Source: an optimization exercise on an open RTL-to-GDS flow (aim: small area and a short achievable clock period). Production flows keep margins and buffers that such runs may drop.
In this exercise RTL edits were held to simulation tests only and were not proved equivalent to the original.
Power is estimated from default activity; no workload was simulated.

==> flow/design.v (outline; a module is shown in full before it is edited, if it fits) <==
// module csa_fa: 10 lines
// module csa_ha: 9 lines
// module csa_fx: 12 lines
// module csa_x2: 7 lines
// module csa_hn: 9 lines
// module csa_xn: 7 lines
// module csa_bpp: 12 lines
// module csa_bsel: 9 lines
// module filter_tap_loader: 39 lines
// module horizontal_filter: 618 lines
// module row_result_store: 38 lines
// module vertical_filter: 390 lines
// module conv_top: 60 lines
module conv_top (
	input  logic    clk,
	input  logic    rst_n,
	input  logic    filter_valid,
	input  logic    image_valid,
	input  conv_pkg::sample_t in_data,
	output logic    out_valid,
	output conv_pkg::result_t out_data
);
  // ...
==> flow/run.sh <==
#!/bin/bash
# synth_recipe.tcl (not shown) runs the flow's synth.tcl, then flattens the netlist and writes it again
# the make line also repeats each setting of config.mk as NAME=value (left out here)
make -C /OpenROAD-flow-scripts/flow DESIGN_CONFIG=/design/flow/config.mk WORK_HOME=/design/flow/orfs CLKGATE_MAP_FILE= SYNTH_SCRIPT=/design/flow/synth_recipe.tcl finish
==> flow/config.mk <==
export PLATFORM = sky130hd
export DESIGN_NAME = conv_top
export DESIGN_NICKNAME = conv_top
export VERILOG_FILES = /design/flow/design.v
export SDC_FILE = /design/flow/constraint.sdc
export NUM_CORES = 4
export LEC_CHECK = 0
export ABC_CLOCK_PERIOD_IN_PS = 2100
export CAP_MARGIN = 20
export CORE_MARGIN = 2
export CORE_UTILIZATION = 40
export CTS_BUF_LIST = sky130_fd_sc_hd__clkbuf_16
export CTS_CLUSTER_DIAMETER = 150
export CTS_CLUSTER_SIZE = 25
export SETUP_SLACK_MARGIN = 2.4
export SLEW_MARGIN = 20
export SYNTH_HIERARCHICAL = 1
==> flow/constraint.sdc <==
create_clock -name core_clock -period 4.5 [get_ports {clk}]
set_input_delay 0.9000 -clock core_clock [delete_from_list [all_inputs] [get_ports {clk}]]
set_output_delay 0.9000 -clock core_clock [all_outputs]
set_load 0.01 [all_outputs]
==> flow_metrics.env, run 1 <==
export IMPL_p_comb_share_pct=46.5
export IMPL_cts_root_buf="clkbuf_16"
export IMPL_synth_area_sq_um=16500
export IMPL_nets=1308
export IMPL_antenna_found_initial=0
export IMPL_required_ps=4960
export IMPL_tns_ps=0
export IMPL_p_int_mw=8.783
export IMPL_yosysWarningCount=13
export IMPL_clock_buffers=19
export IMPL_clockBufferDepth=3
export IMPL_dp_hpwl_um=20740
export IMPL_grt_use_met3_pct=2.032
export IMPL_whs_path_depth=0
export IMPL_cpMaxStageDelayCell="edfxtp_1"
export IMPL_flops_and_latches=378
export IMPL_cts_htree_levels=1
export IMPL_dr_max_layer_used="met4"
export IMPL_cts_buffers=19
export IMPL_vias=8351
export IMPL_outcome="finished clean"
export IMPL_cp_arrival_ps=2510
export IMPL_final_core_util_pct=44.22
export IMPL_power_density_nw_per_um2=773.0
export IMPL_seq_power_share_pct=40.2
export IMPL_cp_endpoint="u_horizontal_filter.rt_s1[10]$_DFF_P_"
export IMPL_fmax_mhz=487.2
export IMPL_dominant_cells="registers"
export IMPL_clockPowerShare_pct=13.3
export IMPL_dr_pass1_iters=5
export IMPL_p_comb_mw=6.47
==> module horizontal_filter, before the edit <==
module horizontal_filter (
	input  logic     clk,
	input  conv_pkg::col_sum_t cs,
	input  logic [conv_pkg::TAPS-1:0][1:0] bt_one,
	input  logic [conv_pkg::TAPS-1:0][1:0] bt_two,
	input  logic [conv_pkg::TAPS-1:0][1:0] bt_neg,
	output conv_pkg::result_t out_data
);
	conv_pkg::col_sum_t win [conv_pkg::TAPS];
	always_ff @(posedge clk) begin
		for (int k = 0; k < conv_pkg::TAPS - 2; k++) begin
			win[k] <= win[k+1];
		end
		win[conv_pkg::TAPS-2] <= cs;
	end
	always_comb begin
		win[conv_pkg::TAPS-1] = cs;
	end
	localparam int WIN_EXTRA = 0;
	conv_pkg::col_sum_t win_old [WIN_EXTRA > 0 ? WIN_EXTRA : 1];
	always_ff @(posedge clk) begin
		win_old[0] <= win[0];
		for (int e = 1; e < WIN_EXTRA; e++) begin
			win_old[e] <= win_old[e-1];
		end
	end
	logic rt_n0;
	logic rt_n1;
	logic rt_n2;
	logic rt_n3;
	logic rt_n4;
	logic rt_n5;
	logic rt_n6;
	logic rt_n7;
	logic rt_n8;
	logic rt_n9;
	logic rt_n10;
	logic rt_n11;
	logic rt_n12;
	logic rt_n13;
	logic rt_n14;
	logic rt_n15;
	logic rt_n16;
	logic rt_n17;
	logic rt_n18;
	logic rt_n19;
	logic rt_n20;
	logic rt_n21;
	logic rt_n22;
	logic rt_n23;
	logic rt_n24;
	logic rt_n25;
	logic rt_n26;
	logic rt_n27;
	logic rt_n28;
	logic rt_n29;
	logic rt_n30;
	logic rt_n31;
	logic rt_n32;
	logic rt_n33;
	logic rt_n34;
	logic rt_n35;
	logic rt_n36;
	logic rt_n37;
	logic rt_n38;
	logic rt_n39;
	logic rt_n40;
	logic rt_n41;
	logic rt_n42;
	logic rt_n43;
	logic rt_n44;
	logic rt_n45;
	logic rt_n46;
	logic rt_n47;
	logic rt_n48;
	logic rt_n49;
	logic rt_n50;
	logic rt_n51;
	logic rt_n52;
	logic rt_n53;
	logic rt_n54;
	logic rt_n55;
	logic rt_n56;
	logic rt_n57;
	logic rt_n58;
	logic rt_n59;
	logic rt_n60;
	logic rt_n61;
	logic rt_n62;
	logic rt_n63;
	logic rt_n64;
	logic rt_n65;
	logic rt_n66;
	logic rt_n67;
	logic rt_n68;
	logic rt_n69;
	logic rt_n70;
	logic rt_n71;
	logic rt_n72;
	logic rt_n73;
	logic rt_n74;
	logic rt_n75;
	logic rt_n76;
	logic rt_n77;
	logic rt_n78;
	logic rt_n79;
	logic rt_n80;
	logic rt_n81;
	logic rt_n82;
	logic rt_n83;
	logic rt_n84;
	logic rt_n85;
	logic rt_n86;
	logic rt_n87;
	logic rt_n88;
	logic rt_n89;
	logic rt_n90;
	logic rt_n91;
	logic rt_n92;
	logic rt_n93;
	logic rt_n94;
	logic rt_n95;
	logic rt_n96;
	logic rt_n97;
	logic rt_n98;
	logic rt_n99;
	logic rt_n100;
	logic rt_n101;
	logic rt_n102;
	logic rt_n103;
	logic rt_n104;
	logic rt_n105;
	logic rt_n106;
	logic rt_n107;
	logic rt_n108;
	logic rt_n109;
	logic rt_n110;
	logic rt_n111;
	logic rt_n112;
	logic rt_n113;
	logic rt_n114;
	logic rt_n115;
	logic rt_n116;
	logic rt_n117;
	logic rt_n118;
	logic rt_n119;
	logic rt_n120;
	logic rt_n121;
	logic rt_n122;
	logic rt_n123;
	logic rt_n124;
	logic rt_n125;
	logic rt_n126;
	logic rt_n127;
	logic rt_n128;
	logic rt_n129;
	logic rt_n130;
	logic rt_n131;
	logic rt_n132;
	logic rt_n133;
	logic rt_n134;
	logic rt_n135;
	logic rt_n136;
	logic rt_n137;
	logic rt_n138;
	logic rt_n139;
	logic rt_n140;
	logic rt_n141;
	logic rt_n142;
	logic rt_n143;
	logic rt_n144;
	logic rt_n145;
	logic rt_n146;
	logic rt_n147;
	logic rt_n148;
	logic rt_n149;
	logic rt_n150;
	logic rt_n151;
	logic rt_n152;
	logic rt_n153;
	logic rt_n154;
	logic rt_n155;
	logic rt_n156;
	logic rt_n157;
	logic rt_n158;
	logic rt_n159;
	logic rt_n160;
	logic rt_n161;
	logic rt_n162;
	logic rt_n163;
	logic rt_n164;
	logic rt_n165;
	logic rt_n166;
	logic rt_n167;
	logic rt_n168;
	logic rt_n169;
	logic rt_n170;
	logic rt_n171;
	logic rt_n172;
	logic rt_n173;
	logic rt_n174;
	logic rt_n175;
	logic rt_n176;
	logic rt_n177;
	logic rt_n178;
	logic rt_n179;
	logic rt_n180;
	logic rt_n181;
	logic rt_n182;
	logic rt_n183;
	logic rt_n184;
	logic rt_n185;
	logic rt_n186;
	logic rt_n187;
	logic rt_n188;
	logic rt_n189;
	logic rt_n190;
	logic rt_n191;
	logic rt_n192;
	logic rt_n193;
	logic rt_n194;
	logic rt_n195;
	logic rt_n196;
	logic rt_n197;
	logic rt_n198;
	logic rt_n199;
	logic rt_n200;
	logic rt_n201;
	logic rt_n202;
	logic rt_n203;
	logic rt_n204;
	logic rt_n205;
	logic rt_n206;
	logic rt_n207;
	logic rt_n208;
	logic rt_n209;
	logic rt_n210;
	logic rt_n211;
	logic rt_n212;
	logic rt_n213;
	logic rt_n214;
	logic rt_n215;
	logic rt_n216;
	logic rt_n217;
	logic rt_n218;
	logic rt_n219;
	logic rt_n220;
	logic rt_n221;
	logic rt_n222;
	logic rt_n223;
	logic rt_n224;
	logic rt_n225;
	logic rt_n226;
	logic rt_n227;
	logic rt_n228;
	logic rt_n229;
	logic rt_n230;
	logic rt_n231;
	logic rt_n232;
	logic rt_n233;
	logic rt_n234;
	logic rt_n235;
	logic rt_n236;
	logic rt_n237;
	logic rt_n238;
	logic rt_n239;
	logic rt_n240;
	logic rt_n241;
	logic rt_n242;
	logic rt_n243;
	logic rt_n244;
	logic rt_n245;
	logic rt_n246;
	logic rt_n247;
	logic rt_n248;
	logic rt_n249;
	logic rt_n250;
	logic rt_n251;
	logic rt_n252;
	logic rt_n253;
	logic rt_n254;
	logic rt_n255;
	logic rt_n256;
	logic rt_n257;
	logic rt_n258;
	logic rt_n259;
	logic rt_n260;
	logic rt_n261;
	logic rt_n262;
	logic rt_n263;
	logic rt_n264;
	logic rt_n265;
	logic rt_n266;
	logic rt_n267;
	logic rt_n268;
	logic rt_n269;
	logic rt_n270;
	logic rt_n271;
	logic rt_n272;
	logic rt_n273;
	logic rt_n274;
	logic rt_n275;
	logic rt_n276;
	logic rt_n277;
	logic rt_n278;
	logic rt_n279;
	logic rt_n280;
	logic rt_n281;
	logic rt_n282;
	logic rt_n283;
	logic rt_n284;
	logic rt_n285;
	logic rt_n286;
	logic rt_n287;
	logic rt_n288;
	logic rt_n289;
	logic rt_n290;
	logic rt_n291;
	logic rt_n292;
	logic rt_n293;
	logic rt_n294;
	logic rt_n295;
	logic rt_n296;
	logic rt_n297;
	logic rt_n298;
	logic rt_n299;
	logic rt_n300;
	logic rt_n301;
	logic rt_n302;
	logic rt_n303;
	logic rt_n304;
	logic rt_n305;
	logic rt_n306;
	logic rt_n307;
	logic rt_n308;
	logic rt_n309;
	logic rt_n310;
	logic rt_n311;
	logic rt_n312;
	logic rt_n313;
	logic rt_n314;
	logic rt_n315;
	logic rt_n316;
	logic rt_n317;
	logic rt_n318;
	logic rt_n319;
	logic rt_n320;
	logic rt_n321;
	logic rt_n322;
	logic rt_n323;
	logic rt_n324;
	logic rt_n325;
	logic rt_n326;
	logic rt_n327;
	logic rt_n328;
	logic rt_n329;
	logic rt_n330;
	logic rt_n331;
	logic rt_n332;
	logic rt_n333;
	logic rt_n334;
	logic rt_n335;
	logic rt_n336;
	logic rt_n337;
	logic [14:0] rt_cpa;
	logic [38:0] rt_s0;
	logic [28:0] rt_s1;
	logic [28:0] rt_s2;
	logic [14:0] rt_sum;
	assign rt_n0 = ~(((bt_one[0][0] & win[2][0]) | (bt_two[0][0] & 1'b0)) ^ bt_neg[0][0]);
	assign rt_n1 = ~(((bt_one[0][0] & win[2][1]) | (bt_two[0][0] & win[2][0])) ^ bt_neg[0][0]);
	assign rt_n2 = ~(((bt_one[0][0] & win[2][2]) | (bt_two[0][0] & win[2][1])) ^ bt_neg[0][0]);
	assign rt_n3 = ~(((bt_one[0][0] & win[2][3]) | (bt_two[0][0] & win[2][2])) ^ bt_neg[0][0]);
	assign rt_n4 = ~(((bt_one[0][0] & win[2][4]) | (bt_two[0][0] & win[2][3])) ^ bt_neg[0][0]);
	assign rt_n5 = ~(((bt_one[0][0] & win[2][5]) | (bt_two[0][0] & win[2][4])) ^ bt_neg[0][0]);
	assign rt_n6 = ~(((bt_one[0][0] & win[2][6]) | (bt_two[0][0] & win[2][5])) ^ bt_neg[0][0]);
	assign rt_n7 = ~(((bt_one[0][0] & win[2][7]) | (bt_two[0][0] & win[2][6])) ^ bt_neg[0][0]);
	assign rt_n8 = ~(((bt_one[0][0] & win[2][8]) | (bt_two[0][0] & win[2][7])) ^ bt_neg[0][0]);
	assign rt_n9 = ~(((bt_one[0][0] & win[2][9]) | (bt_two[0][0] & win[2][8])) ^ bt_neg[0][0]);
	assign rt_n10 = ~(((bt_one[0][0] & win[2][9]) | (bt_two[0][0] & win[2][9])) ^ bt_neg[0][0]);
	assign rt_n11 = ~rt_n10;
	assign rt_n12 = ~bt_neg[0][0];
	assign rt_n13 = ~(((bt_one[0][1] & win[2][0]) | (bt_two[0][1] & 1'b0)) ^ bt_neg[0][1]);
	assign rt_n14 = ~(((bt_one[0][1] & win[2][1]) | (bt_two[0][1] & win[2][0])) ^ bt_neg[0][1]);
	assign rt_n15 = ~(((bt_one[0][1] & win[2][2]) | (bt_two[0][1] & win[2][1])) ^ bt_neg[0][1]);
	assign rt_n16 = ~(((bt_one[0][1] & win[2][3]) | (bt_two[0][1] & win[2][2])) ^ bt_neg[0][1]);
	assign rt_n17 = ~(((bt_one[0][1] & win[2][4]) | (bt_two[0][1] & win[2][3])) ^ bt_neg[0][1]);
	assign rt_n18 = ~(((bt_one[0][1] & win[2][5]) | (bt_two[0][1] & win[2][4])) ^ bt_neg[0][1]);
	assign rt_n19 = ~(((bt_one[0][1] & win[2][6]) | (bt_two[0][1] & win[2][5])) ^ bt_neg[0][1]);
	assign rt_n20 = ~(((bt_one[0][1] & win[2][7]) | (bt_two[0][1] & win[2][6])) ^ bt_neg[0][1]);
	assign rt_n21 = ~(((bt_one[0][1] & win[2][8]) | (bt_two[0][1] & win[2][7])) ^ bt_neg[0][1]);
	assign rt_n22 = ~(((bt_one[0][1] & win[2][9]) | (bt_two[0][1] & win[2][8])) ^ bt_neg[0][1]);
	assign rt_n23 = ~(((bt_one[0][1] & win[2][9]) | (bt_two[0][1] & win[2][9])) ^ bt_neg[0][1]);
	assign rt_n24 = ~rt_n23;
	assign rt_n25 = ~bt_neg[0][1];
	assign rt_n26 = ~(((bt_one[1][0] & win[3][0]) | (bt_two[1][0] & 1'b0)) ^ bt_neg[1][0]);
	assign rt_n27 = ~(((bt_one[1][0] & win[3][1]) | (bt_two[1][0] & win[3][0])) ^ bt_neg[1][0]);
	assign rt_n28 = ~(((bt_one[1][0] & win[3][2]) | (bt_two[1][0] & win[3][1])) ^ bt_neg[1][0]);
	assign rt_n29 = ~(((bt_one[1][0] & win[3][3]) | (bt_two[1][0] & win[3][2])) ^ bt_neg[1][0]);
	assign rt_n30 = ~(((bt_one[1][0] & win[3][4]) | (bt_two[1][0] & win[3][3])) ^ bt_neg[1][0]);
	assign rt_n31 = ~(((bt_one[1][0] & win[3][5]) | (bt_two[1][0] & win[3][4])) ^ bt_neg[1][0]);
	assign rt_n32 = ~(((bt_one[1][0] & win[3][6]) | (bt_two[1][0] & win[3][5])) ^ bt_neg[1][0]);
	assign rt_n33 = ~(((bt_one[1][0] & win[3][7]) | (bt_two[1][0] & win[3][6])) ^ bt_neg[1][0]);
	assign rt_n34 = ~(((bt_one[1][0] & win[3][8]) | (bt_two[1][0] & win[3][7])) ^ bt_neg[1][0]);
	assign rt_n35 = ~(((bt_one[1][0] & win[3][9]) | (bt_two[1][0] & win[3][8])) ^ bt_neg[1][0]);
	assign rt_n36 = ~(((bt_one[1][0] & win[3][9]) | (bt_two[1][0] & win[3][9])) ^ bt_neg[1][0]);
	assign rt_n37 = ~rt_n36;
	assign rt_n38 = ~bt_neg[1][0];
	assign rt_n39 = ~(((bt_one[1][1] & win[3][0]) | (bt_two[1][1] & 1'b0)) ^ bt_neg[1][1]);
	assign rt_n40 = ~(((bt_one[1][1] & win[3][1]) | (bt_two[1][1] & win[3][0])) ^ bt_neg[1][1]);
	assign rt_n41 = ~(((bt_one[1][1] & win[3][2]) | (bt_two[1][1] & win[3][1])) ^ bt_neg[1][1]);
	assign rt_n42 = ~(((bt_one[1][1] & win[3][3]) | (bt_two[1][1] & win[3][2])) ^ bt_neg[1][1]);
	assign rt_n43 = ~(((bt_one[1][1] & win[3][4]) | (bt_two[1][1] & win[3][3])) ^ bt_neg[1][1]);
	assign rt_n44 = ~(((bt_one[1][1] & win[3][5]) | (bt_two[1][1] & win[3][4])) ^ bt_neg[1][1]);
	assign rt_n45 = ~(((bt_one[1][1] & win[3][6]) | (bt_two[1][1] & win[3][5])) ^ bt_neg[1][1]);
	assign rt_n46 = ~(((bt_one[1][1] & win[3][7]) | (bt_two[1][1] & win[3][6])) ^ bt_neg[1][1]);
	assign rt_n47 = ~(((bt_one[1][1] & win[3][8]) | (bt_two[1][1] & win[3][7])) ^ bt_neg[1][1]);
	assign rt_n48 = ~(((bt_one[1][1] & win[3][9]) | (bt_two[1][1] & win[3][8])) ^ bt_neg[1][1]);
	assign rt_n49 = ~(((bt_one[1][1] & win[3][9]) | (bt_two[1][1] & win[3][9])) ^ bt_neg[1][1]);
	assign rt_n50 = ~rt_n49;
	assign rt_n51 = ~bt_neg[1][1];
	assign rt_n52 = ~(((bt_one[2][0] & win[4][0]) | (bt_two[2][0] & 1'b0)) ^ bt_neg[2][0]);
	assign rt_n53 = ~(((bt_one[2][0] & win[4][1]) | (bt_two[2][0] & win[4][0])) ^ bt_neg[2][0]);
	assign rt_n54 = ~(((bt_one[2][0] & win[4][2]) | (bt_two[2][0] & win[4][1])) ^ bt_neg[2][0]);
	assign rt_n55 = ~(((bt_one[2][0] & win[4][3]) | (bt_two[2][0] & win[4][2])) ^ bt_neg[2][0]);
	assign rt_n56 = ~(((bt_one[2][0] & win[4][4]) | (bt_two[2][0] & win[4][3])) ^ bt_neg[2][0]);
	assign rt_n57 = ~(((bt_one[2][0] & win[4][5]) | (bt_two[2][0] & win[4][4])) ^ bt_neg[2][0]);
	assign rt_n58 = ~(((bt_one[2][0] & win[4][6]) | (bt_two[2][0] & win[4][5])) ^ bt_neg[2][0]);
	assign rt_n59 = ~(((bt_one[2][0] & win[4][7]) | (bt_two[2][0] & win[4][6])) ^ bt_neg[2][0]);
	assign rt_n60 = ~(((bt_one[2][0] & win[4][8]) | (bt_two[2][0] & win[4][7])) ^ bt_neg[2][0]);
	assign rt_n61 = ~(((bt_one[2][0] & win[4][9]) | (bt_two[2][0] & win[4][8])) ^ bt_neg[2][0]);
	assign rt_n62 = ~(((bt_one[2][0] & win[4][9]) | (bt_two[2][0] & win[4][9])) ^ bt_neg[2][0]);
	assign rt_n63 = ~rt_n62;
	assign rt_n64 = ~bt_neg[2][0];
	assign rt_n65 = ~(((bt_one[2][1] & win[4][0]) | (bt_two[2][1] & 1'b0)) ^ bt_neg[2][1]);
	assign rt_n66 = ~(((bt_one[2][1] & win[4][1]) | (bt_two[2][1] & win[4][0])) ^ bt_neg[2][1]);
	assign rt_n67 = ~(((bt_one[2][1] & win[4][2]) | (bt_two[2][1] & win[4][1])) ^ bt_neg[2][1]);
	assign rt_n68 = ~(((bt_one[2][1] & win[4][3]) | (bt_two[2][1] & win[4][2])) ^ bt_neg[2][1]);
	assign rt_n69 = ~(((bt_one[2][1] & win[4][4]) | (bt_two[2][1] & win[4][3])) ^ bt_neg[2][1]);
	assign rt_n70 = ~(((bt_one[2][1] & win[4][5]) | (bt_two[2][1] & win[4][4])) ^ bt_neg[2][1]);
	assign rt_n71 = ~(((bt_one[2][1] & win[4][6]) | (bt_two[2][1] & win[4][5])) ^ bt_neg[2][1]);
	assign rt_n72 = ~(((bt_one[2][1] & win[4][7]) | (bt_two[2][1] & win[4][6])) ^ bt_neg[2][1]);
	assign rt_n73 = ~(((bt_one[2][1] & win[4][8]) | (bt_two[2][1] & win[4][7])) ^ bt_neg[2][1]);
	assign rt_n74 = ~(((bt_one[2][1] & win[4][9]) | (bt_two[2][1] & win[4][8])) ^ bt_neg[2][1]);
	assign rt_n75 = ~(((bt_one[2][1] & win[4][9]) | (bt_two[2][1] & win[4][9])) ^ bt_neg[2][1]);
	assign rt_n76 = ~rt_n75;
	assign rt_n77 = ~bt_neg[2][1];
	csa_fa u_rt_0 (.a(rt_n12), .b(rt_n38), .c(rt_n64), .s(rt_n78), .co(rt_n79));
	csa_fa u_rt_1 (.a(rt_n0), .b(rt_n26), .c(rt_n52), .s(rt_n80), .co(rt_n81));
	csa_fa u_rt_2 (.a(rt_n1), .b(rt_n27), .c(rt_n53), .s(rt_n82), .co(rt_n83));
	csa_fx u_rt_3 (.a(rt_n79), .b(rt_n81), .c(rt_n82), .s(rt_n84), .co(rt_n85));
	csa_fa u_rt_4 (.a(rt_n25), .b(rt_n51), .c(rt_n77), .s(rt_n86), .co(rt_n87));
	csa_fa u_rt_5 (.a(rt_n2), .b(rt_n13), .c(rt_n28), .s(rt_n88), .co(rt_n89));
	csa_fa u_rt_6 (.a(rt_n39), .b(rt_n54), .c(rt_n65), .s(rt_n90), .co(rt_n91));
	csa_fx u_rt_7 (.a(rt_n86), .b(rt_n83), .c(rt_n88), .s(rt_n92), .co(rt_n93));
	csa_fa u_rt_8 (.a(rt_n3), .b(rt_n14), .c(rt_n29), .s(rt_n94), .co(rt_n95));
	csa_fa u_rt_9 (.a(rt_n40), .b(rt_n55), .c(rt_n66), .s(rt_n96), .co(rt_n97));
	csa_fx u_rt_10 (.a(rt_n87), .b(rt_n89), .c(rt_n91), .s(rt_n98), .co(rt_n99));
	csa_fa u_rt_11 (.a(rt_n4), .b(rt_n15), .c(rt_n30), .s(rt_n100), .co(rt_n101));
	csa_fa u_rt_12 (.a(rt_n41), .b(rt_n56), .c(rt_n67), .s(rt_n102), .co(rt_n103));
	csa_fx u_rt_13 (.a(rt_n95), .b(rt_n97), .c(rt_n100), .s(rt_n104), .co(rt_n105));
	csa_fa u_rt_14 (.a(rt_n5), .b(rt_n16), .c(rt_n31), .s(rt_n106), .co(rt_n107));
	csa_fa u_rt_15 (.a(rt_n42), .b(rt_n57), .c(rt_n68), .s(rt_n108), .co(rt_n109));
	csa_fx u_rt_16 (.a(rt_n101), .b(rt_n103), .c(rt_n106), .s(rt_n110), .co(rt_n111));
	csa_fa u_rt_17 (.a(rt_n6), .b(rt_n17), .c(rt_n32), .s(rt_n112), .co(rt_n113));
	csa_fa u_rt_18 (.a(rt_n43), .b(rt_n58), .c(rt_n69), .s(rt_n114), .co(rt_n115));
	csa_fx u_rt_19 (.a(rt_n107), .b(rt_n109), .c(rt_n112), .s(rt_n116), .co(rt_n117));
	csa_fa u_rt_20 (.a(rt_n7), .b(rt_n18), .c(rt_n33), .s(rt_n118), .co(rt_n119));
	csa_fa u_rt_21 (.a(rt_n44), .b(rt_n59), .c(rt_n70), .s(rt_n120), .co(rt_n121));
	csa_fx u_rt_22 (.a(rt_n113), .b(rt_n115), .c(rt_n118), .s(rt_n122), .co(rt_n123));
	csa_fa u_rt_23 (.a(rt_n8), .b(rt_n19), .c(rt_n34), .s(rt_n124), .co(rt_n125));
	csa_fa u_rt_24 (.a(rt_n45), .b(rt_n60), .c(rt_n71), .s(rt_n126), .co(rt_n127));
	csa_fx u_rt_25 (.a(rt_n119), .b(rt_n121), .c(rt_n124), .s(rt_n128), .co(rt_n129));
	csa_fa u_rt_26 (.a(rt_n9), .b(rt_n20), .c(rt_n35), .s(rt_n130), .co(rt_n131));
	csa_fa u_rt_27 (.a(rt_n46), .b(rt_n61), .c(rt_n72), .s(rt_n132), .co(rt_n133));
	csa_fx u_rt_28 (.a(rt_n125), .b(rt_n127), .c(rt_n130), .s(rt_n134), .co(rt_n135));
	csa_ha u_rt_29 (.a(rt_n21), .b(rt_n47), .s(rt_n136), .co(rt_n137));
	csa_fa u_rt_30 (.a(rt_n73), .b(rt_n11), .c(rt_n37), .s(rt_n138), .co(rt_n139));
	csa_fa u_rt_31 (.a(rt_n63), .b(rt_n136), .c(rt_n131), .s(rt_n140), .co(rt_n141));
	csa_ha u_rt_32 (.a(rt_n22), .b(rt_n48), .s(rt_n142), .co(rt_n143));
	csa_fa u_rt_33 (.a(rt_n74), .b(rt_n137), .c(rt_n142), .s(rt_n144), .co(rt_n145));
	csa_ha u_rt_34 (.a(rt_n24), .b(rt_n50), .s(rt_n146), .co(rt_n147));
	csa_fa u_rt_35 (.a(rt_n76), .b(rt_n143), .c(rt_n146), .s(rt_n148), .co(rt_n149));
	assign rt_n150 = ~(((bt_one[3][0] & win[4][0]) | (bt_two[3][0] & 1'b0)) ^ bt_neg[3][0]);
	assign rt_n151 = ~(((bt_one[3][0] & win[4][1]) | (bt_two[3][0] & win[4][0])) ^ bt_neg[3][0]);
	assign rt_n152 = ~(((bt_one[3][0] & win[4][2]) | (bt_two[3][0] & win[4][1])) ^ bt_neg[3][0]);
	assign rt_n153 = ~(((bt_one[3][0] & win[4][3]) | (bt_two[3][0] & win[4][2])) ^ bt_neg[3][0]);
	assign rt_n154 = ~(((bt_one[3][0] & win[4][4]) | (bt_two[3][0] & win[4][3])) ^ bt_neg[3][0]);
	assign rt_n155 = ~(((bt_one[3][0] & win[4][5]) | (bt_two[3][0] & win[4][4])) ^ bt_neg[3][0]);
	assign rt_n156 = ~(((bt_one[3][0] & win[4][6]) | (bt_two[3][0] & win[4][5])) ^ bt_neg[3][0]);
	assign rt_n157 = ~(((bt_one[3][0] & win[4][7]) | (bt_two[3][0] & win[4][6])) ^ bt_neg[3][0]);
	assign rt_n158 = ~(((bt_one[3][0] & win[4][8]) | (bt_two[3][0] & win[4][7])) ^ bt_neg[3][0]);
	assign rt_n159 = ~(((bt_one[3][0] & win[4][9]) | (bt_two[3][0] & win[4][8])) ^ bt_neg[3][0]);
	assign rt_n160 = ~(((bt_one[3][0] & win[4][9]) | (bt_two[3][0] & win[4][9])) ^ bt_neg[3][0]);
	assign rt_n161 = ~rt_n160;
	assign rt_n162 = ~bt_neg[3][0];
	assign rt_n163 = ~(((bt_one[3][1] & win[4][0]) | (bt_two[3][1] & 1'b0)) ^ bt_neg[3][1]);
	assign rt_n164 = ~(((bt_one[3][1] & win[4][1]) | (bt_two[3][1] & win[4][0])) ^ bt_neg[3][1]);
	assign rt_n165 = ~(((bt_one[3][1] & win[4][2]) | (bt_two[3][1] & win[4][1])) ^ bt_neg[3][1]);
	assign rt_n166 = ~(((bt_one[3][1] & win[4][3]) | (bt_two[3][1] & win[4][2])) ^ bt_neg[3][1]);
	assign rt_n167 = ~(((bt_one[3][1] & win[4][4]) | (bt_two[3][1] & win[4][3])) ^ bt_neg[3][1]);
	assign rt_n168 = ~(((bt_one[3][1] & win[4][5]) | (bt_two[3][1] & win[4][4])) ^ bt_neg[3][1]);
	assign rt_n169 = ~(((bt_one[3][1] & win[4][6]) | (bt_two[3][1] & win[4][5])) ^ bt_neg[3][1]);
	assign rt_n170 = ~(((bt_one[3][1] & win[4][7]) | (bt_two[3][1] & win[4][6])) ^ bt_neg[3][1]);
	assign rt_n171 = ~(((bt_one[3][1] & win[4][8]) | (bt_two[3][1] & win[4][7])) ^ bt_neg[3][1]);
	assign rt_n172 = ~(((bt_one[3][1] & win[4][9]) | (bt_two[3][1] & win[4][8])) ^ bt_neg[3][1]);
	assign rt_n173 = ~(((bt_one[3][1] & win[4][9]) | (bt_two[3][1] & win[4][9])) ^ bt_neg[3][1]);
	assign rt_n174 = ~rt_n173;
	assign rt_n175 = ~bt_neg[3][1];
	csa_fa u_rt_36 (.a(rt_s0[0]), .b(rt_s0[1]), .c(rt_n162), .s(rt_n176), .co(rt_n177));
	csa_fa u_rt_37 (.a(rt_s0[2]), .b(rt_n177), .c(rt_n151), .s(rt_n178), .co(rt_n179));
	csa_fa u_rt_38 (.a(rt_s0[3]), .b(rt_s0[4]), .c(rt_s0[5]), .s(rt_n180), .co(rt_n181));
	csa_fa u_rt_39 (.a(rt_n175), .b(rt_n180), .c(rt_n152), .s(rt_n182), .co(rt_n183));
	csa_fx u_rt_40 (.a(rt_n163), .b(rt_n179), .c(rt_n182), .s(rt_n184), .co(rt_n185));
	csa_fa u_rt_41 (.a(rt_s0[6]), .b(rt_s0[7]), .c(rt_s0[8]), .s(rt_n186), .co(rt_n187));
	csa_fa u_rt_42 (.a(rt_s0[9]), .b(rt_n181), .c(rt_n186), .s(rt_n188), .co(rt_n189));
	csa_fa u_rt_43 (.a(rt_n153), .b(rt_n164), .c(rt_n183), .s(rt_n190), .co(rt_n191));
	csa_fa u_rt_44 (.a(rt_s0[10]), .b(rt_s0[11]), .c(rt_s0[12]), .s(rt_n192), .co(rt_n193));
	csa_fa u_rt_45 (.a(rt_n187), .b(rt_n192), .c(rt_n154), .s(rt_n194), .co(rt_n195));
	csa_fx u_rt_46 (.a(rt_n165), .b(rt_n189), .c(rt_n194), .s(rt_n196), .co(rt_n197));
	csa_fa u_rt_47 (.a(rt_s0[13]), .b(rt_s0[14]), .c(rt_s0[15]), .s(rt_n198), .co(rt_n199));
	csa_fa u_rt_48 (.a(rt_n193), .b(rt_n198), .c(rt_n155), .s(rt_n200), .co(rt_n201));
	csa_fx u_rt_49 (.a(rt_n166), .b(rt_n195), .c(rt_n200), .s(rt_n202), .co(rt_n203));
	csa_fa u_rt_50 (.a(rt_s0[16]), .b(rt_s0[17]), .c(rt_s0[18]), .s(rt_n204), .co(rt_n205));
	csa_fa u_rt_51 (.a(rt_n199), .b(rt_n204), .c(rt_n156), .s(rt_n206), .co(rt_n207));
	csa_fx u_rt_52 (.a(rt_n167), .b(rt_n201), .c(rt_n206), .s(rt_n208), .co(rt_n209));
	csa_fa u_rt_53 (.a(rt_s0[19]), .b(rt_s0[20]), .c(rt_s0[21]), .s(rt_n210), .co(rt_n211));
	csa_fa u_rt_54 (.a(rt_n205), .b(rt_n210), .c(rt_n157), .s(rt_n212), .co(rt_n213));
	csa_fx u_rt_55 (.a(rt_n168), .b(rt_n207), .c(rt_n212), .s(rt_n214), .co(rt_n215));
	csa_fa u_rt_56 (.a(rt_s0[22]), .b(rt_s0[23]), .c(rt_s0[24]), .s(rt_n216), .co(rt_n217));
	csa_fa u_rt_57 (.a(rt_n211), .b(rt_n216), .c(rt_n158), .s(rt_n218), .co(rt_n219));
	csa_fx u_rt_58 (.a(rt_n169), .b(rt_n213), .c(rt_n218), .s(rt_n220), .co(rt_n221));
	csa_fa u_rt_59 (.a(rt_s0[25]), .b(rt_s0[26]), .c(rt_s0[27]), .s(rt_n222), .co(rt_n223));
	csa_fa u_rt_60 (.a(rt_n217), .b(rt_n222), .c(rt_n159), .s(rt_n224), .co(rt_n225));
	csa_fx u_rt_61 (.a(rt_n170), .b(rt_n219), .c(rt_n224), .s(rt_n226), .co(rt_n227));
	csa_fa u_rt_62 (.a(rt_s0[28]), .b(rt_s0[29]), .c(rt_s0[30]), .s(rt_n228), .co(rt_n229));
	csa_fa u_rt_63 (.a(rt_s0[31]), .b(rt_n223), .c(rt_n228), .s(rt_n230), .co(rt_n231));
	csa_fa u_rt_64 (.a(rt_n171), .b(rt_n161), .c(rt_n225), .s(rt_n232), .co(rt_n233));
	csa_fa u_rt_65 (.a(rt_s0[32]), .b(rt_s0[33]), .c(rt_s0[34]), .s(rt_n234), .co(rt_n235));
	csa_fa u_rt_66 (.a(rt_n229), .b(rt_n234), .c(rt_n172), .s(rt_n236), .co(rt_n237));
	csa_fa u_rt_67 (.a(rt_s0[35]), .b(rt_s0[36]), .c(rt_n235), .s(rt_n238), .co(rt_n239));
	csa_fa u_rt_68 (.a(rt_n174), .b(rt_n238), .c(rt_n237), .s(rt_n240), .co(rt_n241));
	csa_fa u_rt_69 (.a(rt_s0[37]), .b(rt_s0[38]), .c(rt_n239), .s(rt_n242), .co(rt_n243));
	assign rt_n244 = ~(((bt_one[4][0] & win[4][0]) | (bt_two[4][0] & 1'b0)) ^ bt_neg[4][0]);
	assign rt_n245 = ~(((bt_one[4][0] & win[4][1]) | (bt_two[4][0] & win[4][0])) ^ bt_neg[4][0]);
	assign rt_n246 = ~(((bt_one[4][0] & win[4][2]) | (bt_two[4][0] & win[4][1])) ^ bt_neg[4][0]);
	assign rt_n247 = ~(((bt_one[4][0] & win[4][3]) | (bt_two[4][0] & win[4][2])) ^ bt_neg[4][0]);
	assign rt_n248 = ~(((bt_one[4][0] & win[4][4]) | (bt_two[4][0] & win[4][3])) ^ bt_neg[4][0]);
	assign rt_n249 = ~(((bt_one[4][0] & win[4][5]) | (bt_two[4][0] & win[4][4])) ^ bt_neg[4][0]);
	assign rt_n250 = ~(((bt_one[4][0] & win[4][6]) | (bt_two[4][0] & win[4][5])) ^ bt_neg[4][0]);
	assign rt_n251 = ~(((bt_one[4][0] & win[4][7]) | (bt_two[4][0] & win[4][6])) ^ bt_neg[4][0]);
	assign rt_n252 = ~(((bt_one[4][0] & win[4][8]) | (bt_two[4][0] & win[4][7])) ^ bt_neg[4][0]);
	assign rt_n253 = ~(((bt_one[4][0] & win[4][9]) | (bt_two[4][0] & win[4][8])) ^ bt_neg[4][0]);
	assign rt_n254 = ~(((bt_one[4][0] & win[4][9]) | (bt_two[4][0] & win[4][9])) ^ bt_neg[4][0]);
	assign rt_n255 = ~rt_n254;
	assign rt_n256 = ~bt_neg[4][0];
	assign rt_n257 = ~(((bt_one[4][1] & win[4][0]) | (bt_two[4][1] & 1'b0)) ^ bt_neg[4][1]);
	assign rt_n258 = ~(((bt_one[4][1] & win[4][1]) | (bt_two[4][1] & win[4][0])) ^ bt_neg[4][1]);
	assign rt_n259 = ~(((bt_one[4][1] & win[4][2]) | (bt_two[4][1] & win[4][1])) ^ bt_neg[4][1]);
	assign rt_n260 = ~(((bt_one[4][1] & win[4][3]) | (bt_two[4][1] & win[4][2])) ^ bt_neg[4][1]);
	assign rt_n261 = ~(((bt_one[4][1] & win[4][4]) | (bt_two[4][1] & win[4][3])) ^ bt_neg[4][1]);
	assign rt_n262 = ~(((bt_one[4][1] & win[4][5]) | (bt_two[4][1] & win[4][4])) ^ bt_neg[4][1]);
	assign rt_n263 = ~(((bt_one[4][1] & win[4][6]) | (bt_two[4][1] & win[4][5])) ^ bt_neg[4][1]);
	assign rt_n264 = ~(((bt_one[4][1] & win[4][7]) | (bt_two[4][1] & win[4][6])) ^ bt_neg[4][1]);
	assign rt_n265 = ~(((bt_one[4][1] & win[4][8]) | (bt_two[4][1] & win[4][7])) ^ bt_neg[4][1]);
	assign rt_n266 = ~(((bt_one[4][1] & win[4][9]) | (bt_two[4][1] & win[4][8])) ^ bt_neg[4][1]);
	assign rt_n267 = ~(((bt_one[4][1] & win[4][9]) | (bt_two[4][1] & win[4][9])) ^ bt_neg[4][1]);
	assign rt_n268 = ~rt_n267;
	assign rt_n269 = ~bt_neg[4][1];
	csa_fa u_rt_70 (.a(rt_s1[0]), .b(rt_s1[1]), .c(rt_n256), .s(rt_n270), .co(rt_n271));
	csa_fa u_rt_71 (.a(rt_s1[2]), .b(rt_n271), .c(rt_n245), .s(rt_n272), .co(rt_n273));
	csa_fa u_rt_72 (.a(rt_s1[3]), .b(rt_n269), .c(rt_n246), .s(rt_n274), .co(rt_n275));
	csa_fx u_rt_73 (.a(rt_n257), .b(rt_n273), .c(rt_n274), .s(rt_n276), .co(rt_n277));
	csa_fa u_rt_74 (.a(rt_s1[4]), .b(rt_s1[5]), .c(rt_s1[6]), .s(rt_n278), .co(rt_n279));
	csa_fa u_rt_75 (.a(rt_n278), .b(rt_n247), .c(rt_n258), .s(rt_n280), .co(rt_n281));
	csa_fa u_rt_76 (.a(rt_s1[7]), .b(rt_s1[8]), .c(rt_n279), .s(rt_n282), .co(rt_n283));
	csa_fa u_rt_77 (.a(rt_n248), .b(rt_n259), .c(rt_n282), .s(rt_n284), .co(rt_n285));
	csa_fa u_rt_78 (.a(rt_s1[9]), .b(rt_s1[10]), .c(rt_n249), .s(rt_n286), .co(rt_n287));
	csa_fx u_rt_79 (.a(rt_n260), .b(rt_n283), .c(rt_n286), .s(rt_n288), .co(rt_n289));
	csa_fa u_rt_80 (.a(rt_s1[11]), .b(rt_s1[12]), .c(rt_n250), .s(rt_n290), .co(rt_n291));
	csa_fx u_rt_81 (.a(rt_n261), .b(rt_n287), .c(rt_n290), .s(rt_n292), .co(rt_n293));
	csa_fa u_rt_82 (.a(rt_s1[13]), .b(rt_s1[14]), .c(rt_n251), .s(rt_n294), .co(rt_n295));
	csa_fx u_rt_83 (.a(rt_n262), .b(rt_n291), .c(rt_n294), .s(rt_n296), .co(rt_n297));
	csa_fa u_rt_84 (.a(rt_s1[15]), .b(rt_s1[16]), .c(rt_n252), .s(rt_n298), .co(rt_n299));
	csa_fx u_rt_85 (.a(rt_n263), .b(rt_n295), .c(rt_n298), .s(rt_n300), .co(rt_n301));
	csa_fa u_rt_86 (.a(rt_s1[17]), .b(rt_s1[18]), .c(rt_n253), .s(rt_n302), .co(rt_n303));
	csa_fx u_rt_87 (.a(rt_n264), .b(rt_n299), .c(rt_n302), .s(rt_n304), .co(rt_n305));
	csa_fa u_rt_88 (.a(rt_s1[19]), .b(rt_s1[20]), .c(rt_s1[21]), .s(rt_n306), .co(rt_n307));
	csa_fa u_rt_89 (.a(rt_n306), .b(rt_n265), .c(rt_n255), .s(rt_n308), .co(rt_n309));
	csa_fa u_rt_90 (.a(rt_s1[22]), .b(rt_s1[23]), .c(rt_s1[24]), .s(rt_n310), .co(rt_n311));
	csa_fa u_rt_91 (.a(rt_n307), .b(rt_n310), .c(rt_n266), .s(rt_n312), .co(rt_n313));
	csa_fa u_rt_92 (.a(rt_s1[25]), .b(rt_n311), .c(rt_n268), .s(rt_n314), .co(rt_n315));
	csa_fa u_rt_93 (.a(rt_s1[26]), .b(rt_s1[27]), .c(rt_n315), .s(rt_n316), .co(rt_n317));
	csa_hn u_rt_94 (.a(rt_s2[4]), .b(rt_s2[5]), .s(rt_n318), .co(rt_n319));
	csa_hn u_rt_95 (.a(rt_s2[7]), .b(rt_s2[8]), .s(rt_n320), .co(rt_n321));
	csa_hn u_rt_96 (.a(rt_s2[9]), .b(rt_s2[10]), .s(rt_n322), .co(rt_n323));
	csa_hn u_rt_97 (.a(rt_s2[11]), .b(rt_s2[12]), .s(rt_n324), .co(rt_n325));
	csa_hn u_rt_98 (.a(rt_s2[13]), .b(rt_s2[14]), .s(rt_n326), .co(rt_n327));
	csa_hn u_rt_99 (.a(rt_s2[15]), .b(rt_s2[16]), .s(rt_n328), .co(rt_n329));
	csa_hn u_rt_100 (.a(rt_s2[17]), .b(rt_s2[18]), .s(rt_n330), .co(rt_n331));
	csa_fx u_rt_101 (.a(rt_s2[19]), .b(rt_s2[20]), .c(rt_s2[21]), .s(rt_n332), .co(rt_n333));
	csa_hn u_rt_102 (.a(rt_s2[22]), .b(rt_s2[23]), .s(rt_n334), .co(rt_n335));
	csa_hn u_rt_103 (.a(rt_s2[24]), .b(rt_s2[25]), .s(rt_n336), .co(rt_n337));
	assign rt_cpa = {rt_s2[27], rt_s2[26], rt_n335, rt_n333, rt_n331, rt_n329, rt_n327, rt_n325, rt_n323, rt_n321, rt_n319, rt_s2[6], rt_s2[3], rt_s2[2], rt_s2[0]} + {rt_s2[28], rt_n337, rt_n336, rt_n334, rt_n332, rt_n330, rt_n328, rt_n326, rt_n324, rt_n322, rt_n320, rt_n318, 1'b1, 1'b1, rt_s2[1]} + 15'd1;
	assign rt_sum = ~rt_cpa;
	always_ff @(posedge clk) begin
		rt_s0 <= {rt_n149, rt_n147, rt_n148, rt_n145, rt_n144, rt_n141, rt_n139, rt_n140, rt_n135, rt_n138, rt_n133, rt_n134, rt_n129, rt_n132, rt_n128, rt_n123, rt_n126, rt_n122, rt_n117, rt_n120, rt_n116, rt_n111, rt_n114, rt_n110, rt_n105, rt_n108, rt_n104, rt_n99, rt_n102, rt_n98, rt_n93, rt_n96, rt_n94, rt_n92, rt_n85, rt_n90, rt_n84, rt_n80, rt_n78};
	end
	always_ff @(posedge clk) begin
		rt_s1 <= {rt_n243, rt_n242, rt_n241, rt_n240, rt_n233, rt_n236, rt_n231, rt_n232, rt_n227, rt_n230, rt_n226, rt_n221, rt_n220, rt_n215, rt_n214, rt_n209, rt_n208, rt_n203, rt_n202, rt_n197, rt_n196, rt_n191, rt_n190, rt_n185, rt_n188, rt_n184, rt_n178, rt_n176, rt_n150};
	end
	always_ff @(posedge clk) begin
		rt_s2 <= {rt_n317, rt_s1[28], rt_n316, rt_n314, rt_n313, rt_n312, rt_n309, rt_n305, rt_n308, rt_n303, rt_n304, rt_n301, rt_n300, rt_n297, rt_n296, rt_n293, rt_n292, rt_n289, rt_n288, rt_n285, rt_n284, rt_n281, rt_n277, rt_n280, rt_n275, rt_n276, rt_n272, rt_n270, rt_n244};
	end
	always_ff @(posedge clk) begin
		out_data <= {rt_sum[14], rt_sum};
	end
endmodule
==> run 2, diff against run 1 <==
--- a/flow/design.v
+++ b/flow/design.v
@@ -63,23 +63,2 @@
 endmodule
-module csa_bpp (
-	input  logic x1,
-	input  logic x0,
-	input  logic one,
-	input  logic two,
-	input  logic neg,
-	output logic y
-);
-	logic s;
-	csa_bsel u_sel (.x1(x1), .x0(x0), .one(one), .two(two), .s(s));
-	assign y = s ^ neg;
-endmodule
-module csa_bsel (
-	input  logic x1,
-	input  logic x0,
-	input  logic one,
-	input  logic two,
-	output logic s
-);
-	assign s = ~((one & x1) | (two & x0));
-endmodule
 `timescale 1ns/10ps
@@ -143,10 +122,2 @@
 	end
-	localparam int WIN_EXTRA = 0;
-	conv_pkg::col_sum_t win_old [WIN_EXTRA > 0 ? WIN_EXTRA : 1];
-	always_ff @(posedge clk) begin
-		win_old[0] <= win[0];
-		for (int e = 1; e < WIN_EXTRA; e++) begin
-			win_old[e] <= win_old[e-1];
-		end
-	end
 	logic rt_n0;
--- a/flow/config.mk
+++ b/flow/config.mk
@@ -7,3 +7,3 @@
 export LEC_CHECK = 0
-export ABC_CLOCK_PERIOD_IN_PS = 2100
+export ABC_CLOCK_PERIOD_IN_PS = 2050
 export CAP_MARGIN = 20
@@ -13,4 +13,4 @@
 export CTS_CLUSTER_DIAMETER = 150
-export CTS_CLUSTER_SIZE = 25
-export SETUP_SLACK_MARGIN = 2.4
+export CTS_CLUSTER_SIZE = 20
+export SETUP_SLACK_MARGIN = 2.45
 export SLEW_MARGIN = 20
==> run 2 against run 1 <==
Non-clock buffer count rose by 42; first-iteration DRC count is 2.6% lower; hold slack got worse by 2.3 ps; design area rose by 2.5%; power up 1.8%; largest cell class unchanged; routed wire length up 0.68%; via count grew 2.8%; highest routed layer unchanged; utilization increased by 1.1 points; clock skew fell by 5.3 ps; still clean; setup slack improved by 3.4 ps; synthesized cell count stayed put.
==> flow_metrics.env, run 2 <==
export IMPL_drv_cap=0
export IMPL_grt_use_total_pct=14.03
export IMPL_final_common_cell="dfxtp_1"
export IMPL_row_count=74
export IMPL_coreArea_sq_um=40740
export IMPL_vias_per_cell=4.941
export IMPL_wl_per_cell_um=17.24
export IMPL_clk_pin_slew_worst_paths_ps=80
export IMPL_leakage_nw=6.893
export IMPL_peakVddDrop_mv=0.3465
export IMPL_cts_htree_levels=1
export IMPL_finalCriticalPeriod_ps=2049
export IMPL_io_buffers=24
export IMPL_nets=1353
export IMPL_drc=0
export IMPL_tightest_slew_ps=1045
export IMPL_fin_skew_ps=16.91
export IMPL_syn_inst=1131
export IMPL_drt_iter0_drc=532
export IMPL_top_usage_layer="met2"
export IMPL_syn_nets=1291
export IMPL_tns_ps=0
export IMPL_postRouteAntennaNets=0
export IMPL_fmax_mhz=488.1
export IMPL_clkLatencyLatePin_ps=530
export IMPL_setup_viol=0
export IMPL_clockBufferDepth=3
export IMPL_top_register="u_row_result_store.dl"
export IMPL_clock_sinks=378
export IMPL_area_growth_pct=11.89
export IMPL_cts_buffers=22
export IMPL_ctsHoldBuffers=0
export IMPL_drive_above_1_share_pct=14.02
export IMPL_final_core_util_pct=45.33
export IMPL_dr_pass1_iters=4
export IMPL_start_kind="flop"
export IMPL_wl_um=29940
export IMPL_syn_avg_cell_area_sq_um=14.59
export IMPL_antennaDiodeCount=0
export IMPL_post_route_period_util_pct=45.53
export IMPL_grt_pass1_vias=8785
export IMPL_min_path_type="flop to flop"
export IMPL_worstPathMaxFanout=5
export IMPL_vias=8583
export IMPL_hold_viol=0
export IMPL_largestRegisters="u_row_result_store.dl x128, u_horizontal_filter.rt_s0 x39, u_filter_tap_loader.sr x30"
export IMPL_die_h_um=207.1
export IMPL_grt_start_max_net_pins=89
export IMPL_dieWidth_um=207.1
export IMPL_antenna_found_initial=0
export IMPL_max_slew_margin_rel_pct=30.36
export IMPL_overflow=0
export IMPL_io_pins=25
export IMPL_outcome="finished clean"
export IMPL_drv_slew=0
export IMPL_die_area_sq_um=42900
export IMPL_critPathKind="flop to flop"
export IMPL_power_density_nw_per_um2=768.0
export IMPL_met2_usage_pct=24.56
export IMPL_nFillCells=3649
export IMPL_globalRouteMet1Util_pct=19.02
export IMPL_grt_pass1_wl_um=48600
export IMPL_gp_routability_congestion=0.7619
export IMPL_required_ps=4920
export IMPL_dp_hpwl_um=20300
export IMPL_layout_common_cells="179 x dfxtp_1, 178 x edfxtp_1, 139 x xnor2_1"
export IMPL_synth_area_sq_um=16500
export IMPL_largest_register_ffs=128
export IMPL_start_util_pct=40.51
export IMPL_cts_tree="built"
export IMPL_yosysWarningCount=12
export IMPL_grt_use_met3_pct=1.592
export IMPL_worst_setup_path_end_kind="flop"
export IMPL_cp_arrival_ps=2470
export IMPL_rsz0062_at_grt="yes"
export IMPL_cts_root_buf="clkbuf_16"
export IMPL_hold_slack_ps=334.8
## run 2: repair_timing
item	4_1_cts	5_1_grt
endpoints found under the setup margin	66	64
pin swaps	1	7
setup buffers	28	48
resized for setup	31	42
## run 2: final timing paths
path | to | startpoint | slack [ps] | cells after the start
max in group asynchronous | u_row_result_store.pix_pos[4]$_DFFE_PN0P_ | rst_n | 3500 | 1
hold reg to reg | u_horizontal_filter.rt_s2[27]$_DFF_P_ | u_horizontal_filter.rt_s1[28]$_DFF_P_ | 330 | 0
setup reg to reg | u_vertical_filter.ct_s0[16]$_DFF_P_ | u_row_result_store.dl[61]$_DFFE_PP_ | 2450 | 6
hold / removal | u_horizontal_filter.rt_s2[27]$_DFF_P_ | u_horizontal_filter.rt_s1[28]$_DFF_P_ | 330 | 0
setup / recovery | u_vertical_filter.ct_s0[16]$_DFF_P_ | u_row_result_store.dl[61]$_DFFE_PP_ | 2450 | 6
min in group asynchronous | u_row_result_store.pix_pos[5]$_DFFE_PN0P_ | rst_n | 680 | 1
## run 2: where the power goes
group          internal (mW)  leakage (nW)  total, mW  switching [mW]
Clock                  0.892         0.343       1.96            1.07
Combinational           3.31          3.07       6.64            3.33
Sequential              4.78          3.48       5.58           0.802
## run 2: per-layer routing
| metal | vias up | routed length (um) |
|---|---|---|
| met1 | 4402 | 13350 |
| met5 | - | 0 |
| met3 | 30 | 977 |
| met4 | 0 | 463 |
| met2 | 154 | 15150 |
| li1 | 3997 | - |
## run 2: final cells by class
class	instances	area (sq um)	area share (%)
clock buffer	22	550.5	2.981
timing repair buffer	102	877.1	4.749
tap	532	665.6	3.604
sequential	378	9417	50.99
inverter	19	105.1	0.5691
multi-input combinational	670	6788	36.75
clock inverter	14	65.06	0.3523
## run 2: critical path, stage by stage (launching register included)
cell and delay (ps):
edfxtp_1 500, buf_4 170, nand2_1 60, fa_1 410, fa_2 410, xor2_2 200
a22o_1 200
## run 2: metrics by stage
stage / instance area (sq um) / setup WS [ps] / power, mW / cells
final: 18470 / 2451 / 14.18 / 1737
after global routing: 18470 / 2404 / 15.44 / 1737
after CTS: 17970 / 2363 / 14.28 / 1689
after detailed placement: 17090 / 2079 / 12.30 / 1625
after global placement: 17090 / 2112 / 12.19 / 1625
after floorplan: 16510 / 2501 / 10.53 / 1131
==> run 3, diff against run 2 <==
--- a/flow/config.mk
+++ b/flow/config.mk
@@ -13,3 +13,4 @@
 export CTS_CLUSTER_DIAMETER = 150
-export CTS_CLUSTER_SIZE = 20
+export CTS_CLUSTER_SIZE = 25
+export GPL_TIMING_DRIVEN = 0
 export SETUP_SLACK_MARGIN = 2.45
==> run 3 against run 2 <==
Design area grew 0.55%; fmax is 1.5% higher; synthesized area did not move; combinational power grew 6.0%; die area did not move; clock power fell by 6%; non-clock buffer count is 21 higher; power is 0.92% higher; still clean on timing, DRC and antenna; clock skew up 8.4 ps; final cell count is 0.98% higher.
==> flow_metrics.env, run 3 <==
export IMPL_outcome="finished clean"
export IMPL_clockBufferDepth=3
export IMPL_cts_tree="built"
export IMPL_drv_cap=0
export IMPL_dr_pass1_iters=5
export IMPL_worstPathMaxFanout=5
export IMPL_nFillCells=3676
export IMPL_min_path_type="flop to flop"
export IMPL_die_h_um=207.1
export IMPL_largestRegisters="u_row_result_store.dl x128, u_horizontal_filter.rt_s0 x39, u_filter_tap_loader.sr x30"
export IMPL_startpoint="u_filter_tap_loader.sc[12]$_DFFE_PP_"
export IMPL_hold_viol=0
export IMPL_area_growth_pct=12.51
export IMPL_dieWidth_um=207.1
export IMPL_die_area_sq_um=42900
export IMPL_start_kind="flop"
export IMPL_hold_slack_ps=335.5
export IMPL_syn_nets=1291
export IMPL_gp_routability_congestion=0.8138
export IMPL_antenna_found_initial=0
export IMPL_tns_ps=0
export IMPL_worstHoldStart="u_horizontal_filter.rt_s1[28]$_DFF_P_"
export IMPL_vias_per_cell=4.832
export IMPL_drt_iter0_drc=485
export IMPL_fin_skew_ps=25.27
export IMPL_postRouteAntennaNets=0
export IMPL_syn_avg_cell_area_sq_um=14.59
export IMPL_cts_buffers=19
export IMPL_grt_use_total_pct=13.79
export IMPL_clk_pin_slew_worst_paths_ps=90
export IMPL_drc=0
export IMPL_start_util_pct=40.51
export IMPL_critPathKind="flop to flop"
export IMPL_leakage_nw=6.962
export IMPL_rsz0062_at_grt="yes"
export IMPL_grt_pass1_vias=8903
export IMPL_max_slew_margin_rel_pct=53.71
export IMPL_seq_area_sq_um=9414
export IMPL_clkLatencyLatePin_ps=540
export IMPL_cts_htree_levels=1
export IMPL_largest_register_ffs=128
export IMPL_worst_setup_path_end_kind="flop"
export IMPL_wl_per_cell_um=16.56
export IMPL_cp_arrival_ps=2470
export IMPL_vias=8475
export IMPL_setup_viol=0
export IMPL_io_buffers=24
export IMPL_wl_um=29050
export IMPL_cts_root_buf="clkbuf_16"
export IMPL_dp_hpwl_um=21320
export IMPL_final_core_util_pct=45.58
export IMPL_nets=1371
export IMPL_reg2reg_from="u_filter_tap_loader.sc[12]$_DFFE_PP_"
export IMPL_layout_common_cells="181 x dfxtp_1, 178 x edfxtp_1, 140 x xnor2_1"
export IMPL_power_density_nw_per_um2=770.8
export IMPL_row_count=74
export IMPL_drv_slew=0
export IMPL_clock_sinks=378
export IMPL_antennaDiodeCount=0
export IMPL_required_ps=4950
export IMPL_peakVddDrop_mv=0.3728
export IMPL_final_common_cell="dfxtp_1"
export IMPL_drive_above_1_share_pct=16.78
export IMPL_yosysWarningCount=12
export IMPL_overflow=0
export IMPL_grt_pass1_wl_um=47750
export IMPL_post_route_period_util_pct=44.87
export IMPL_finalCriticalPeriod_ps=2019
export IMPL_top_register="u_row_result_store.dl"
export IMPL_multi_input_area_sq_um=6923
export IMPL_fmax_mhz=495.3
export IMPL_synth_area_sq_um=16500
export IMPL_grt_start_max_net_pins=90
export IMPL_coreArea_sq_um=40740
export IMPL_syn_inst=1131
export IMPL_io_pins=25
export IMPL_totalPowerFinal_mw=14.31
export IMPL_ctsHoldBuffers=0
export IMPL_tightest_slew_ps=694.3
## run 3: cell type report
type	count	area share, %
Sequential cell	378	50.70
Multi-Input combinational cell	670	37.28
Tap cell	532	3.585
Timing Repair Buffer	59	2.709
Clock buffer	19	2.560
Buffer	64	2.352
Clock inverter	13	0.4312
Inverter	19	0.3841
## run 3: power by group
part / switching, mW / leakage (nW) / internal, mW / total [mW]
registers: 0.650 / 3.48 / 4.78 / 5.43
clock network: 1.06 / 0.309 / 0.790 / 1.85
logic: 3.59 / 3.18 / 3.45 / 7.04
total: 5.29 / 6.96 / 9.02 / 14.3
## run 3: repair_timing
| action | CTS | global route |
|---|---|---|
| setup buffers | 16 | 18 |
| endpoints found under the setup margin | 81 | 66 |
| resized for setup | 68 | 92 |
| pin swaps | 2 | 19 |
## run 3: critical path: stages (launching register included)
cell,delay [ps]
edfxtp_1,490
and2_4,210
fa_2,410
fa_2,420
xor2_2,180
xor2_1,210
## run 3: stage by stage
stage / setup slack, ps / cells / cell area, sq um
2_1_floorplan: 2501 / 1131 / 16510
3_3_place_gp: -1860 / 1687 / 17420
3_5_place_dp: 2151 / 1688 / 17440
4_1_cts: 2332 / 1736 / 18170
5_1_grt: 2416 / 1754 / 18570
6_report: 2481 / 1754 / 18570
## run 3: metal layers
layer	track usage, %	share of wire [%]
met4	2.980	2.3
met5	0	0
met3	1.759	2.7
met2	24.15	50
met1	18.35	45
## run 3: worst paths after layout
| check | end | slack (ps) | cells after the start |
|---|---|---|---|
| hold reg to reg | u_horizontal_filter.rt_s2[27]$_DFF_P_ | 340 | 0 |
| max in group asynchronous | u_row_result_store.pix_pos[1]$_DFFE_PN0P_ | 3430 | 1 |
| setup / recovery | u_vertical_filter.ct_s0[20]$_DFF_P_ | 2480 | 5 |
| setup reg to reg | u_vertical_filter.ct_s0[20]$_DFF_P_ | 2480 | 5 |
| hold / removal | u_horizontal_filter.rt_s2[27]$_DFF_P_ | 340 | 0 |
| min in group asynchronous | res_pipe[3]$_DFF_PN0_ | 690 | 1 |
==> run 4, diff against run 3 <==
--- a/flow/config.mk
+++ b/flow/config.mk
@@ -7,3 +7,3 @@
 export LEC_CHECK = 0
-export ABC_CLOCK_PERIOD_IN_PS = 2050
+export ABC_CLOCK_PERIOD_IN_PS = 2600
 export CAP_MARGIN = 20
@@ -14,3 +14,2 @@
 export CTS_CLUSTER_SIZE = 25
-export GPL_TIMING_DRIVEN = 0
 export SETUP_SLACK_MARGIN = 2.45
==> run 4 against run 3 <==
Hold slack better by 3.0 ps; routed wire length grew 2.6%; largest cell class unchanged; setup slack improved by 6.3 ps; combinational power shrank 5.7%; global-route usage is 0.16 points higher; register-to-register slack barely moved; fmax rose by 0.31%; sequential share of layout area rose by 0.28 points; flip-flop and latch count did not move; clock skew about the same; clock power hardly changed; design area shrank 0.53%.
==> flow_metrics.env, run 4 <==
export IMPL_vias_per_cell=4.921
export IMPL_grt_start_max_net_pins=89
export IMPL_dp_hpwl_um=20300
export IMPL_cpPeakStageDelay_ps=490
export IMPL_place_area_sq_um=17090
export IMPL_start_kind="flop"
export IMPL_fin_skew_ps=25.34
export IMPL_cts_buffers=19
export IMPL_setup_viol=0
export IMPL_reg2reg_to="u_vertical_filter.ct_s0[26]$_DFF_P_"
export IMPL_io_pins=25
export IMPL_cts_htree_levels=1
export IMPL_cpMaxStageDelayCell="edfxtp_1"
export IMPL_dr_pass1_iters=5
export IMPL_synth_area_sq_um=16500
export IMPL_reg2reg_setup_slack_ps=2490
export IMPL_area_growth_pct=11.91
export IMPL_die_h_um=207.1
export IMPL_hold_viol=0
export IMPL_final_core_util_pct=45.34
export IMPL_hold_slack_ps=338.5
export IMPL_ctsHoldBuffers=0
export IMPL_worstHoldStart="u_horizontal_filter.rt_s1[28]$_DFF_P_"
export IMPL_drc=0
export IMPL_wl_um=29810
export IMPL_syn_nets=1291
export IMPL_layout_common_cells="179 x dfxtp_1, 178 x edfxtp_1, 139 x xnor2_1"
export IMPL_final_area_sq_um=18470
export IMPL_worst_slack_ps=2487
export IMPL_hold_path_end="u_horizontal_filter.rt_s2[27]$_DFF_P_"
export IMPL_cp_arrival_ps=2450
export IMPL_clockBufferDepth=3
export IMPL_gp_routability_congestion=0.7619
export IMPL_largest_register_ffs=128
export IMPL_wl_per_cell_um=17.15
export IMPL_critPathKind="flop to flop"
export IMPL_syn_avg_cell_area_sq_um=14.59
export IMPL_min_path_type="flop to flop"
export IMPL_cts_tree="built"
export IMPL_worst_setup_path_end_kind="flop"
export IMPL_nets=1355
export IMPL_whs_path_depth=0
export IMPL_worstPathMaxFanout=5
export IMPL_postRouteAntennaNets=0
export IMPL_reg2reg_from="u_row_result_store.dl[93]$_DFFE_PP_"
export IMPL_clkLatencyLatePin_ps=540
export IMPL_syn_inst=1131
export IMPL_dp_cells=1625
export IMPL_tns_ps=0
export IMPL_vias=8552
export IMPL_final_common_cell="dfxtp_1"
export IMPL_required_ps=4940
export IMPL_layout_cells_non_filler=1738
export IMPL_row_count=74
export IMPL_grt_use_total_pct=13.95
export IMPL_drv_cap=0
export IMPL_peakVddDrop_mv=0.3294
export IMPL_coreArea_sq_um=40740
export IMPL_dieWidth_um=207.1
export IMPL_power_density_nw_per_um2=761.7
export IMPL_grt_pass1_wl_um=48210
export IMPL_grt_pass1_vias=8764
export IMPL_dp_slack_ps=2079
export IMPL_io_buffers=24
export IMPL_drv_slew=0
export IMPL_yosysWarningCount=12
export IMPL_outcome="finished clean"
export IMPL_finalCriticalPeriod_ps=2013
export IMPL_leakage_nw=6.886
export IMPL_clock_sinks=378
export IMPL_reg2reg_depth=5
export IMPL_max_slew_margin_rel_pct=30.21
export IMPL_antennaDiodeCount=0
export IMPL_tightest_slew_ps=1047
export IMPL_path_cells="and2_1, fa_2, fa_2, xor2_2, a22o_1"
export IMPL_drive_above_1_share_pct=14.76
export IMPL_totalPowerFinal_mw=14.07
export IMPL_largestRegisters="u_row_result_store.dl x128, u_horizontal_filter.rt_s0 x39, u_filter_tap_loader.sr x30"
export IMPL_rsz0062_at_grt="yes"
export IMPL_fmax_mhz=496.8
export IMPL_post_route_period_util_pct=44.73
export IMPL_die_area_sq_um=42900
export IMPL_overflow=0
export IMPL_antenna_found_initial=0
export IMPL_start_util_pct=40.51
export IMPL_top_register="u_row_result_store.dl"
export IMPL_drt_iter0_drc=597
export IMPL_crit_top_cell="fa_2"
export IMPL_clk_pin_slew_worst_paths_ps=90
export IMPL_cts_root_buf="clkbuf_16"
-- run 4: critical path, delay by kind of cell, from the launching register on --
family	cells	cell delay, ps
AO/OA/AOI/OAI	1	200
XOR/XNOR	1	200
adder cells (fa/ha/maj)	2	790
flip-flops	1	490
AND/OR/NAND/NOR	1	230
-- run 4: cell type report --
type / instances / area, sq um
clock buffers: 19 / 475.5
fillers: 3670 / 22270
clock inverters: 13 / 80.08
inverters: 19 / 105.1
repair buffers: 107 / 924.6
flip-flops and latches: 378 / 9417
well taps: 532 / 665.6
multi-input cells: 670 / 6803
-- run 4: power breakdown --
group          internal [mW]  total, mW  switching, mW
combinational           3.32       6.64           3.32
sequential              4.78       5.58          0.803
clock                  0.790       1.84           1.05
total                   8.89       14.1           5.18
-- run 4: layer usage --
metal	track usage [%]	share of wire, %
met2	24.20	50
met1	18.72	45
met4	3.103	2.2
met3	1.789	2.9
met5	0	0
-- run 4: worst max path at each step --
stage / slack (ps) / depth (start not counted) / to / startpoint
finish: 2490 / 5 / u_vertical_filter.ct_s0[26]$_DFF_P_ / u_row_result_store.dl[93]$_DFFE_PP_
floorplan: 2500 / 6 / u_vertical_filter.ct_s0[22]$_DFF_P_ / u_filter_tap_loader.sc[16]$_DFFE_PP_
global route: 2420 / 5 / u_horizontal_filter.rt_s0[18]$_DFF_P_ / u_filter_tap_loader.sr[27]$_DFFE_PP_
CTS: 2360 / 1 / out_valid / res_pipe[4]$_DFF_PN0_
detailed placement: 2080 / 2 / u_row_result_store.dl[120]$_DFFE_PP_ / image_valid
global placement: 2110 / 2 / u_row_result_store.dl[124]$_DFFE_PP_ / image_valid
-- run 4: repair_timing --
| action | in CTS | in global routing |
|---|---|---|
| setup buffers | 26 | 55 |
| pin swaps | 1 | 8 |
| endpoints found under the hold margin | 0 | 0 |
| resized for setup | 39 | 43 |
| cloned | 0 | 0 |
| setup endpoints to repair | 64 | 69 |

separate check: timing with driven ports:
In the flow no input, the clock included, has a driving cell. The finished layouts below were timed again as built, in two steps. Step 1 sets driving cells, clkbuf_16 on the clock port and buf_2 on the other inputs (assumed; they add their load-dependent delay and slew). Step 2 also shifts input and output timing later by t, the mid clock arrival at the registers, as if the neighbouring blocks saw the same clock. a / b / c = ideal / step 1 / step 2; a / b = the first two.
| run | t (ns) | setup slack, ns | worst setup path after step 2 | worst slew at a driven data input, ns |
|---|---|---|---|---|
| run 1 | 0.575 | 2.448 / 2.420 / 2.169 | input to register | 0.05 |
| run 2 | 0.572 | 2.451 / 2.445 / 2.107 | input to register | 0.04 |
| run 3 | 0.581 | 2.481 / 2.441 / 2.259 | input to register | 0.04 |
| run 4 | 0.579 | 2.487 / 2.441 / 2.110 | input to register | 0.04 |
After both steps every run listed still meets setup and hold. For run 4, which loses most, drivers alone change the setup slack by -0.046 ns; drivers and shift together by -0.377 ns.
